Background: an optimization exercise with open tools, aiming at small area. Do not read the settings as production practice. The RTL was checked by simulation tests, not by an equivalence proof against the original design. Power and IR drop assume default switching activity.

==> trial 36 <==
==> flow/design.v (excerpt) <==
module regfile_2r1w
#(
  parameter int DATA_W   = regfile_2r1w_pkg::DEF_DATA_W,
  parameter int ADDR_W   = regfile_2r1w_pkg::DEF_ADDR_W,
  parameter int ZERO_REG = 1
) (
  input  logic              clk,
  input  logic              rst_n,
  input  logic              we,
  input  logic [ADDR_W-1:0] waddr,
  input  logic [DATA_W-1:0] wdata,
  input  logic              clr,
  input  logic              re1,
  input  logic [ADDR_W-1:0] raddr1,
  input  logic              re2,
  input  logic [ADDR_W-1:0] raddr2,
  output logic [DATA_W-1:0] rdata1,
  output logic [DATA_W-1:0] rdata2,
  output logic              rvalid1,
  output logic              rvalid2
);
  localparam int DEPTH = regfile_2r1w_pkg::depth_of(ADDR_W);
  localparam int FIRST = (ZERO_REG != 0) ? 1 : 0;
  localparam int NW    = DEPTH - FIRST;   
  localparam int NIN   = NW + 2;          
  logic [DATA_W-1:0] mem_q [DEPTH];
  logic [DATA_W-1:0] mem_d [DEPTH];
  ...
==> module rf_wmux, before the edit <==
module rf_wmux (
  input  logic d,
  input  logic s,
  input  logic q,
  input  logic sn,
  output logic y
);
  assign y = (d & s) | (q & sn);
endmodule
==> module rf_ao222n, before the edit <==
module rf_ao222n (
  input  logic a0,
  input  logic s0,
  input  logic a1,
  input  logic s1,
  input  logic a2,
  input  logic s2,
  output logic y
);
  assign y = ~((a0 & s0) | (a1 & s1) | (a2 & s2));
endmodule
==> module rf_rdbit, before the edit <==
module rf_rdbit
#(
  parameter int NIN = 33
) (
  input  logic [NIN-1:0] a,
  input  logic [NIN-1:0] s,
  output logic           y
);
  localparam int NG = (NIN + 2) / 3;
  logic [3*NG-1:0] ax;
  logic [3*NG-1:0] sx;
  logic [NG-1:0]   yn;
  assign ax = {{(3*NG-NIN){1'b0}}, a};
  assign sx = {{(3*NG-NIN){1'b0}}, s};
  for (genvar g = 0; g < NG; g++) begin : g_grp
    rf_ao222n u_ao (
      .a0(ax[3*g]),   .s0(sx[3*g]),
      .a1(ax[3*g+1]), .s1(sx[3*g+1]),
      .a2(ax[3*g+2]), .s2(sx[3*g+2]),
      .y (yn[g])
    );
  end
  assign y = ~&yn;
endmodule
==> module regfile_2r1w, before the edit <==
module regfile_2r1w
#(
  parameter int DATA_W   = regfile_2r1w_pkg::DEF_DATA_W,
  parameter int ADDR_W   = regfile_2r1w_pkg::DEF_ADDR_W,
  parameter int ZERO_REG = 1
) (
  input  logic              clk,
  input  logic              rst_n,
  input  logic              we,
  input  logic [ADDR_W-1:0] waddr,
  input  logic [DATA_W-1:0] wdata,
  input  logic              clr,
  input  logic              re1,
  input  logic [ADDR_W-1:0] raddr1,
  input  logic              re2,
  input  logic [ADDR_W-1:0] raddr2,
  output logic [DATA_W-1:0] rdata1,
  output logic [DATA_W-1:0] rdata2,
  output logic              rvalid1,
  output logic              rvalid2
);
  localparam int DEPTH = regfile_2r1w_pkg::depth_of(ADDR_W);
  localparam int FIRST = (ZERO_REG != 0) ? 1 : 0;
  localparam int NW    = DEPTH - FIRST;   
  localparam int NIN   = NW + 2;          
  logic [DATA_W-1:0] mem_q [DEPTH];
  logic [DATA_W-1:0] mem_d [DEPTH];
  logic [DEPTH-1:0]  live_q;
  logic [DEPTH-1:0]  wr_strobe;
  logic [DEPTH-1:0]  wr_hold;
  logic [DEPTH-1:0]  rd1_strobe;
  logic [DEPTH-1:0]  rd2_strobe;
  logic [NIN-1:0]    sel1;
  logic [NIN-1:0]    sel2;
  logic [DATA_W-1:0] rdata1_q;
  logic [DATA_W-1:0] rdata2_q;
  logic [DATA_W-1:0] rd1_d;
  logic [DATA_W-1:0] rd2_d;
  logic              vld1_q;
  logic              vld2_q;
  onehot_dec #(.ADDR_W(ADDR_W)) u_wdec (
    .en(we), .addr(waddr), .strobe(wr_strobe)
  );
  onehot_dec #(.ADDR_W(ADDR_W)) u_r1dec (
    .en(re1 & ~clr), .addr(raddr1), .strobe(rd1_strobe)
  );
  onehot_dec #(.ADDR_W(ADDR_W)) u_r2dec (
    .en(re2 & ~clr), .addr(raddr2), .strobe(rd2_strobe)
  );
  assign wr_hold = ~wr_strobe;
  for (genvar k = 0; k < DEPTH; k++) begin : g_reg
    if (k < FIRST) begin : g_zero
      assign mem_q[k]  = '0;
      assign mem_d[k]  = '0;
      assign live_q[k] = 1'b0;
    end else begin : g_store
      for (genvar b = 0; b < DATA_W; b++) begin : g_bit
        rf_wmux u_wmux (
          .d (wdata[b]),
          .s (wr_strobe[k]),
          .q (mem_q[k][b]),
          .sn(wr_hold[k]),
          .y (mem_d[k][b])
        );
      end
      always_ff @(posedge clk) begin
        mem_q[k] <= mem_d[k];
      end
      always_ff @(posedge clk or negedge rst_n) begin
        if (!rst_n) begin
          live_q[k] <= 1'b0;
        end else if (clr) begin
          live_q[k] <= 1'b0;
        end else if (wr_strobe[k]) begin
          live_q[k] <= 1'b1;
        end
      end
      assign sel1[k-FIRST] = rd1_strobe[k] & live_q[k] & wr_hold[k];
      assign sel2[k-FIRST] = rd2_strobe[k] & live_q[k] & wr_hold[k];
    end
  end
  assign sel1[NW]   = |(rd1_strobe[DEPTH-1:FIRST] & wr_strobe[DEPTH-1:FIRST]);
  assign sel2[NW]   = |(rd2_strobe[DEPTH-1:FIRST] & wr_strobe[DEPTH-1:FIRST]);
  assign sel1[NW+1] = ~re1;
  assign sel2[NW+1] = ~re2;
  for (genvar b = 0; b < DATA_W; b++) begin : g_rd
    logic [NIN-1:0] a1;
    logic [NIN-1:0] a2;
    for (genvar k = FIRST; k < DEPTH; k++) begin : g_in
      assign a1[k-FIRST] = mem_q[k][b];
      assign a2[k-FIRST] = mem_q[k][b];
    end
    assign a1[NW]   = wdata[b];
    assign a2[NW]   = wdata[b];
    assign a1[NW+1] = rdata1_q[b];
    assign a2[NW+1] = rdata2_q[b];
    rf_rdbit #(.NIN(NIN)) u_rd1 (.a(a1), .s(sel1), .y(rd1_d[b]));
    rf_rdbit #(.NIN(NIN)) u_rd2 (.a(a2), .s(sel2), .y(rd2_d[b]));
  end
  always_ff @(posedge clk or negedge rst_n) begin
    if (!rst_n) begin
      rdata1_q <= '0;
      rdata2_q <= '0;
      vld1_q   <= 1'b0;
      vld2_q   <= 1'b0;
    end else begin
      rdata1_q <= rd1_d;
      rdata2_q <= rd2_d;
      vld1_q   <= re1;
      vld2_q   <= re2;
    end
  end
  assign rdata1  = rdata1_q;
  assign rdata2  = rdata2_q;
  assign rvalid1 = vld1_q;
  assign rvalid2 = vld2_q;
endmodule
clock: 4.0 ns
lec_check: 0
cap_margin: 20
core_margin: 2
core_utilization: 40
slew_margin: 20
synth_hierarchical: 1
synth_minimum_keep_size: 0
run.sh (not shown) runs the stock make flow with config.mk's settings and CLKGATE_MAP_FILE= SYNTH_SCRIPT=/design/flow/synth_recipe.tcl, a recipe that flattens the netlist after the stock synthesis.
==> inputs of trial 86, as changes to trial 36 <==
==> flow/design.v (replaced) <==
package regfile_2r1w_pkg;
  localparam int DEF_DATA_W = 32;
  localparam int DEF_ADDR_W = 5;
  function automatic int depth_of(input int aw);
    depth_of = 1 << aw;
  endfunction
endpackage
module onehot_dec
#(
  parameter int ADDR_W = regfile_2r1w_pkg::DEF_ADDR_W
) (
  input  logic                          en,
  input  logic [ADDR_W-1:0]             addr,
  output logic [regfile_2r1w_pkg::depth_of(ADDR_W)-1:0]   strobe
);
  always_comb begin
    strobe = '0;
    if (en) begin
      strobe[addr] = 1'b1;
    end
  end
endmodule
module regfile_2r1w
#(
  parameter int DATA_W   = regfile_2r1w_pkg::DEF_DATA_W,
  parameter int ADDR_W   = regfile_2r1w_pkg::DEF_ADDR_W,
  parameter int ZERO_REG = 1
) (
  input  logic              clk,
  input  logic              rst_n,
  input  logic              we,
  input  logic [ADDR_W-1:0] waddr,
  input  logic [DATA_W-1:0] wdata,
  input  logic              clr,
  input  logic              re1,
  input  logic [ADDR_W-1:0] raddr1,
  input  logic              re2,
  input  logic [ADDR_W-1:0] raddr2,
  output logic [DATA_W-1:0] rdata1,
  output logic [DATA_W-1:0] rdata2,
  output logic              rvalid1,
  output logic              rvalid2
);
  localparam int DEPTH = regfile_2r1w_pkg::depth_of(ADDR_W);
  logic [DATA_W-1:0] regs_q [DEPTH];
  logic [DEPTH-1:0]  wr_strobe;
  logic [DATA_W-1:0] mem1_p0;
  logic [DATA_W-1:0] mem2_p0;
  logic [DATA_W-1:0] rd1_p0;
  logic [DATA_W-1:0] rd2_p0;
  logic [DATA_W-1:0] rdata1_p1;
  logic [DATA_W-1:0] rdata2_p1;
  logic              vld1_p1;
  logic              vld2_p1;
  function automatic logic [DATA_W-1:0] read_value(
    input logic [ADDR_W-1:0] ra,
    input logic [DATA_W-1:0] stored,
    input logic              clr_i,
    input logic              we_i,
    input logic [ADDR_W-1:0] wa,
    input logic [DATA_W-1:0] wd
  );
    if ((ZERO_REG != 0) && (ra == '0)) begin
      read_value = '0;
    end else if (clr_i) begin
      read_value = '0;
    end else if (we_i && (wa == ra)) begin
      read_value = wd;
    end else begin
      read_value = stored;
    end
  endfunction
  onehot_dec #(
    .ADDR_W (ADDR_W)
  ) u_wdec (
    .en     (we),
    .addr   (waddr),
    .strobe (wr_strobe)
  );
  for (genvar k = 0; k < DEPTH; k++) begin : g_reg
    if ((ZERO_REG != 0) && (k == 0)) begin : g_zero
      always_ff @(posedge clk or negedge rst_n) begin
        if (!rst_n) begin
          regs_q[k] <= '0;
        end else begin
          regs_q[k] <= '0;
        end
      end
    end else begin : g_store
      always_ff @(posedge clk or negedge rst_n) begin
        if (!rst_n) begin
          regs_q[k] <= '0;
        end else if (clr) begin
          regs_q[k] <= '0;
        end else if (wr_strobe[k]) begin
          regs_q[k] <= wdata;
        end
      end
    end
  end
  assign mem1_p0 = regs_q[raddr1];
  assign mem2_p0 = regs_q[raddr2];
  always_comb begin
    rd1_p0 = read_value(raddr1, mem1_p0, clr, we, waddr, wdata);
    rd2_p0 = read_value(raddr2, mem2_p0, clr, we, waddr, wdata);
  end
  always_ff @(posedge clk or negedge rst_n) begin
    if (!rst_n) begin
      rdata1_p1 <= '0;
      rdata2_p1 <= '0;
      vld1_p1   <= 1'b0;
      vld2_p1   <= 1'b0;
    end else begin
      vld1_p1 <= re1;
      vld2_p1 <= re2;
      if (re1) begin
        rdata1_p1 <= rd1_p0;
      end
      if (re2) begin
        rdata2_p1 <= rd2_p0;
      end
    end
  end
  assign rdata1  = rdata1_p1;
  assign rdata2  = rdata2_p1;
  assign rvalid1 = vld1_p1;
  assign rvalid2 = vld2_p1;
endmodule
SYNTH_HIERARCHICAL = default   (was 1)
SYNTH_MINIMUM_KEEP_SIZE = default   (was 0)
==> qor summary <==
| item | trial 36 | trial 86 |
|---|---|---|
| Status | timing/DRC/antenna clean | timing/DRC/antenna clean |
| Proportion of cell area spent on the clock network | 7.02% | 6.48% |
| Sequential Area | 22300 um2 | 26500 um2 |
| Max-slew headroom at the worst pin | 29.9% | 14.2% |
| Post-synth net total | 3536 | 6637 |
| Post-Syn Area | 42100 um2 | 56700 um2 |
| Clock group share of total power | 36.9% | 48.0% |
| Buffer count excluding the clock tree in the final layout | 615 | 648 |
| Number of clock buffers in the layout | 170 | 188 |
| Seq pwr share | 52.8% | 41.9% |
| Final min period | 3.90 ns | 3.49 ns |
| Total area of multi-input combinational cells | 20100 um2 | 27800 um2 |
| Worst R2R Path Depth | 5 | 6 |

[re-timing with driven ports]
In the flow no input, the clock included, has a driving cell. The finished layouts below were timed again as built, in two steps. Step 1 assumes that a clkbuf_16 drives the clock port and a buf_2 every other input. Step 2 moves the port delays by t, midway between the first and last clock arrival at a register: inputs arrive t later, outputs are due t later. That takes back most of the time a late clock gives input paths. Slacks: ideal / step 1 / step 2; pairs: ideal / step 1.
run | t (ns) | setup slack, ns | hold slack, ns
trial 36 | 0.762 | 0.104 / 0.155 / -0.607 | 0.153 / 0.108 / 0.500
trial 86 | 0.856 | 0.508 / 0.558 / -0.298 | 0.407 / 0.367 / 0.523
Met with ideal ports but missed after step 2: setup timing in trial 36 and trial 86. For trial 86, which loses most, drivers alone change the setup slack by +0.050 ns; drivers and shift together by -0.806 ns.
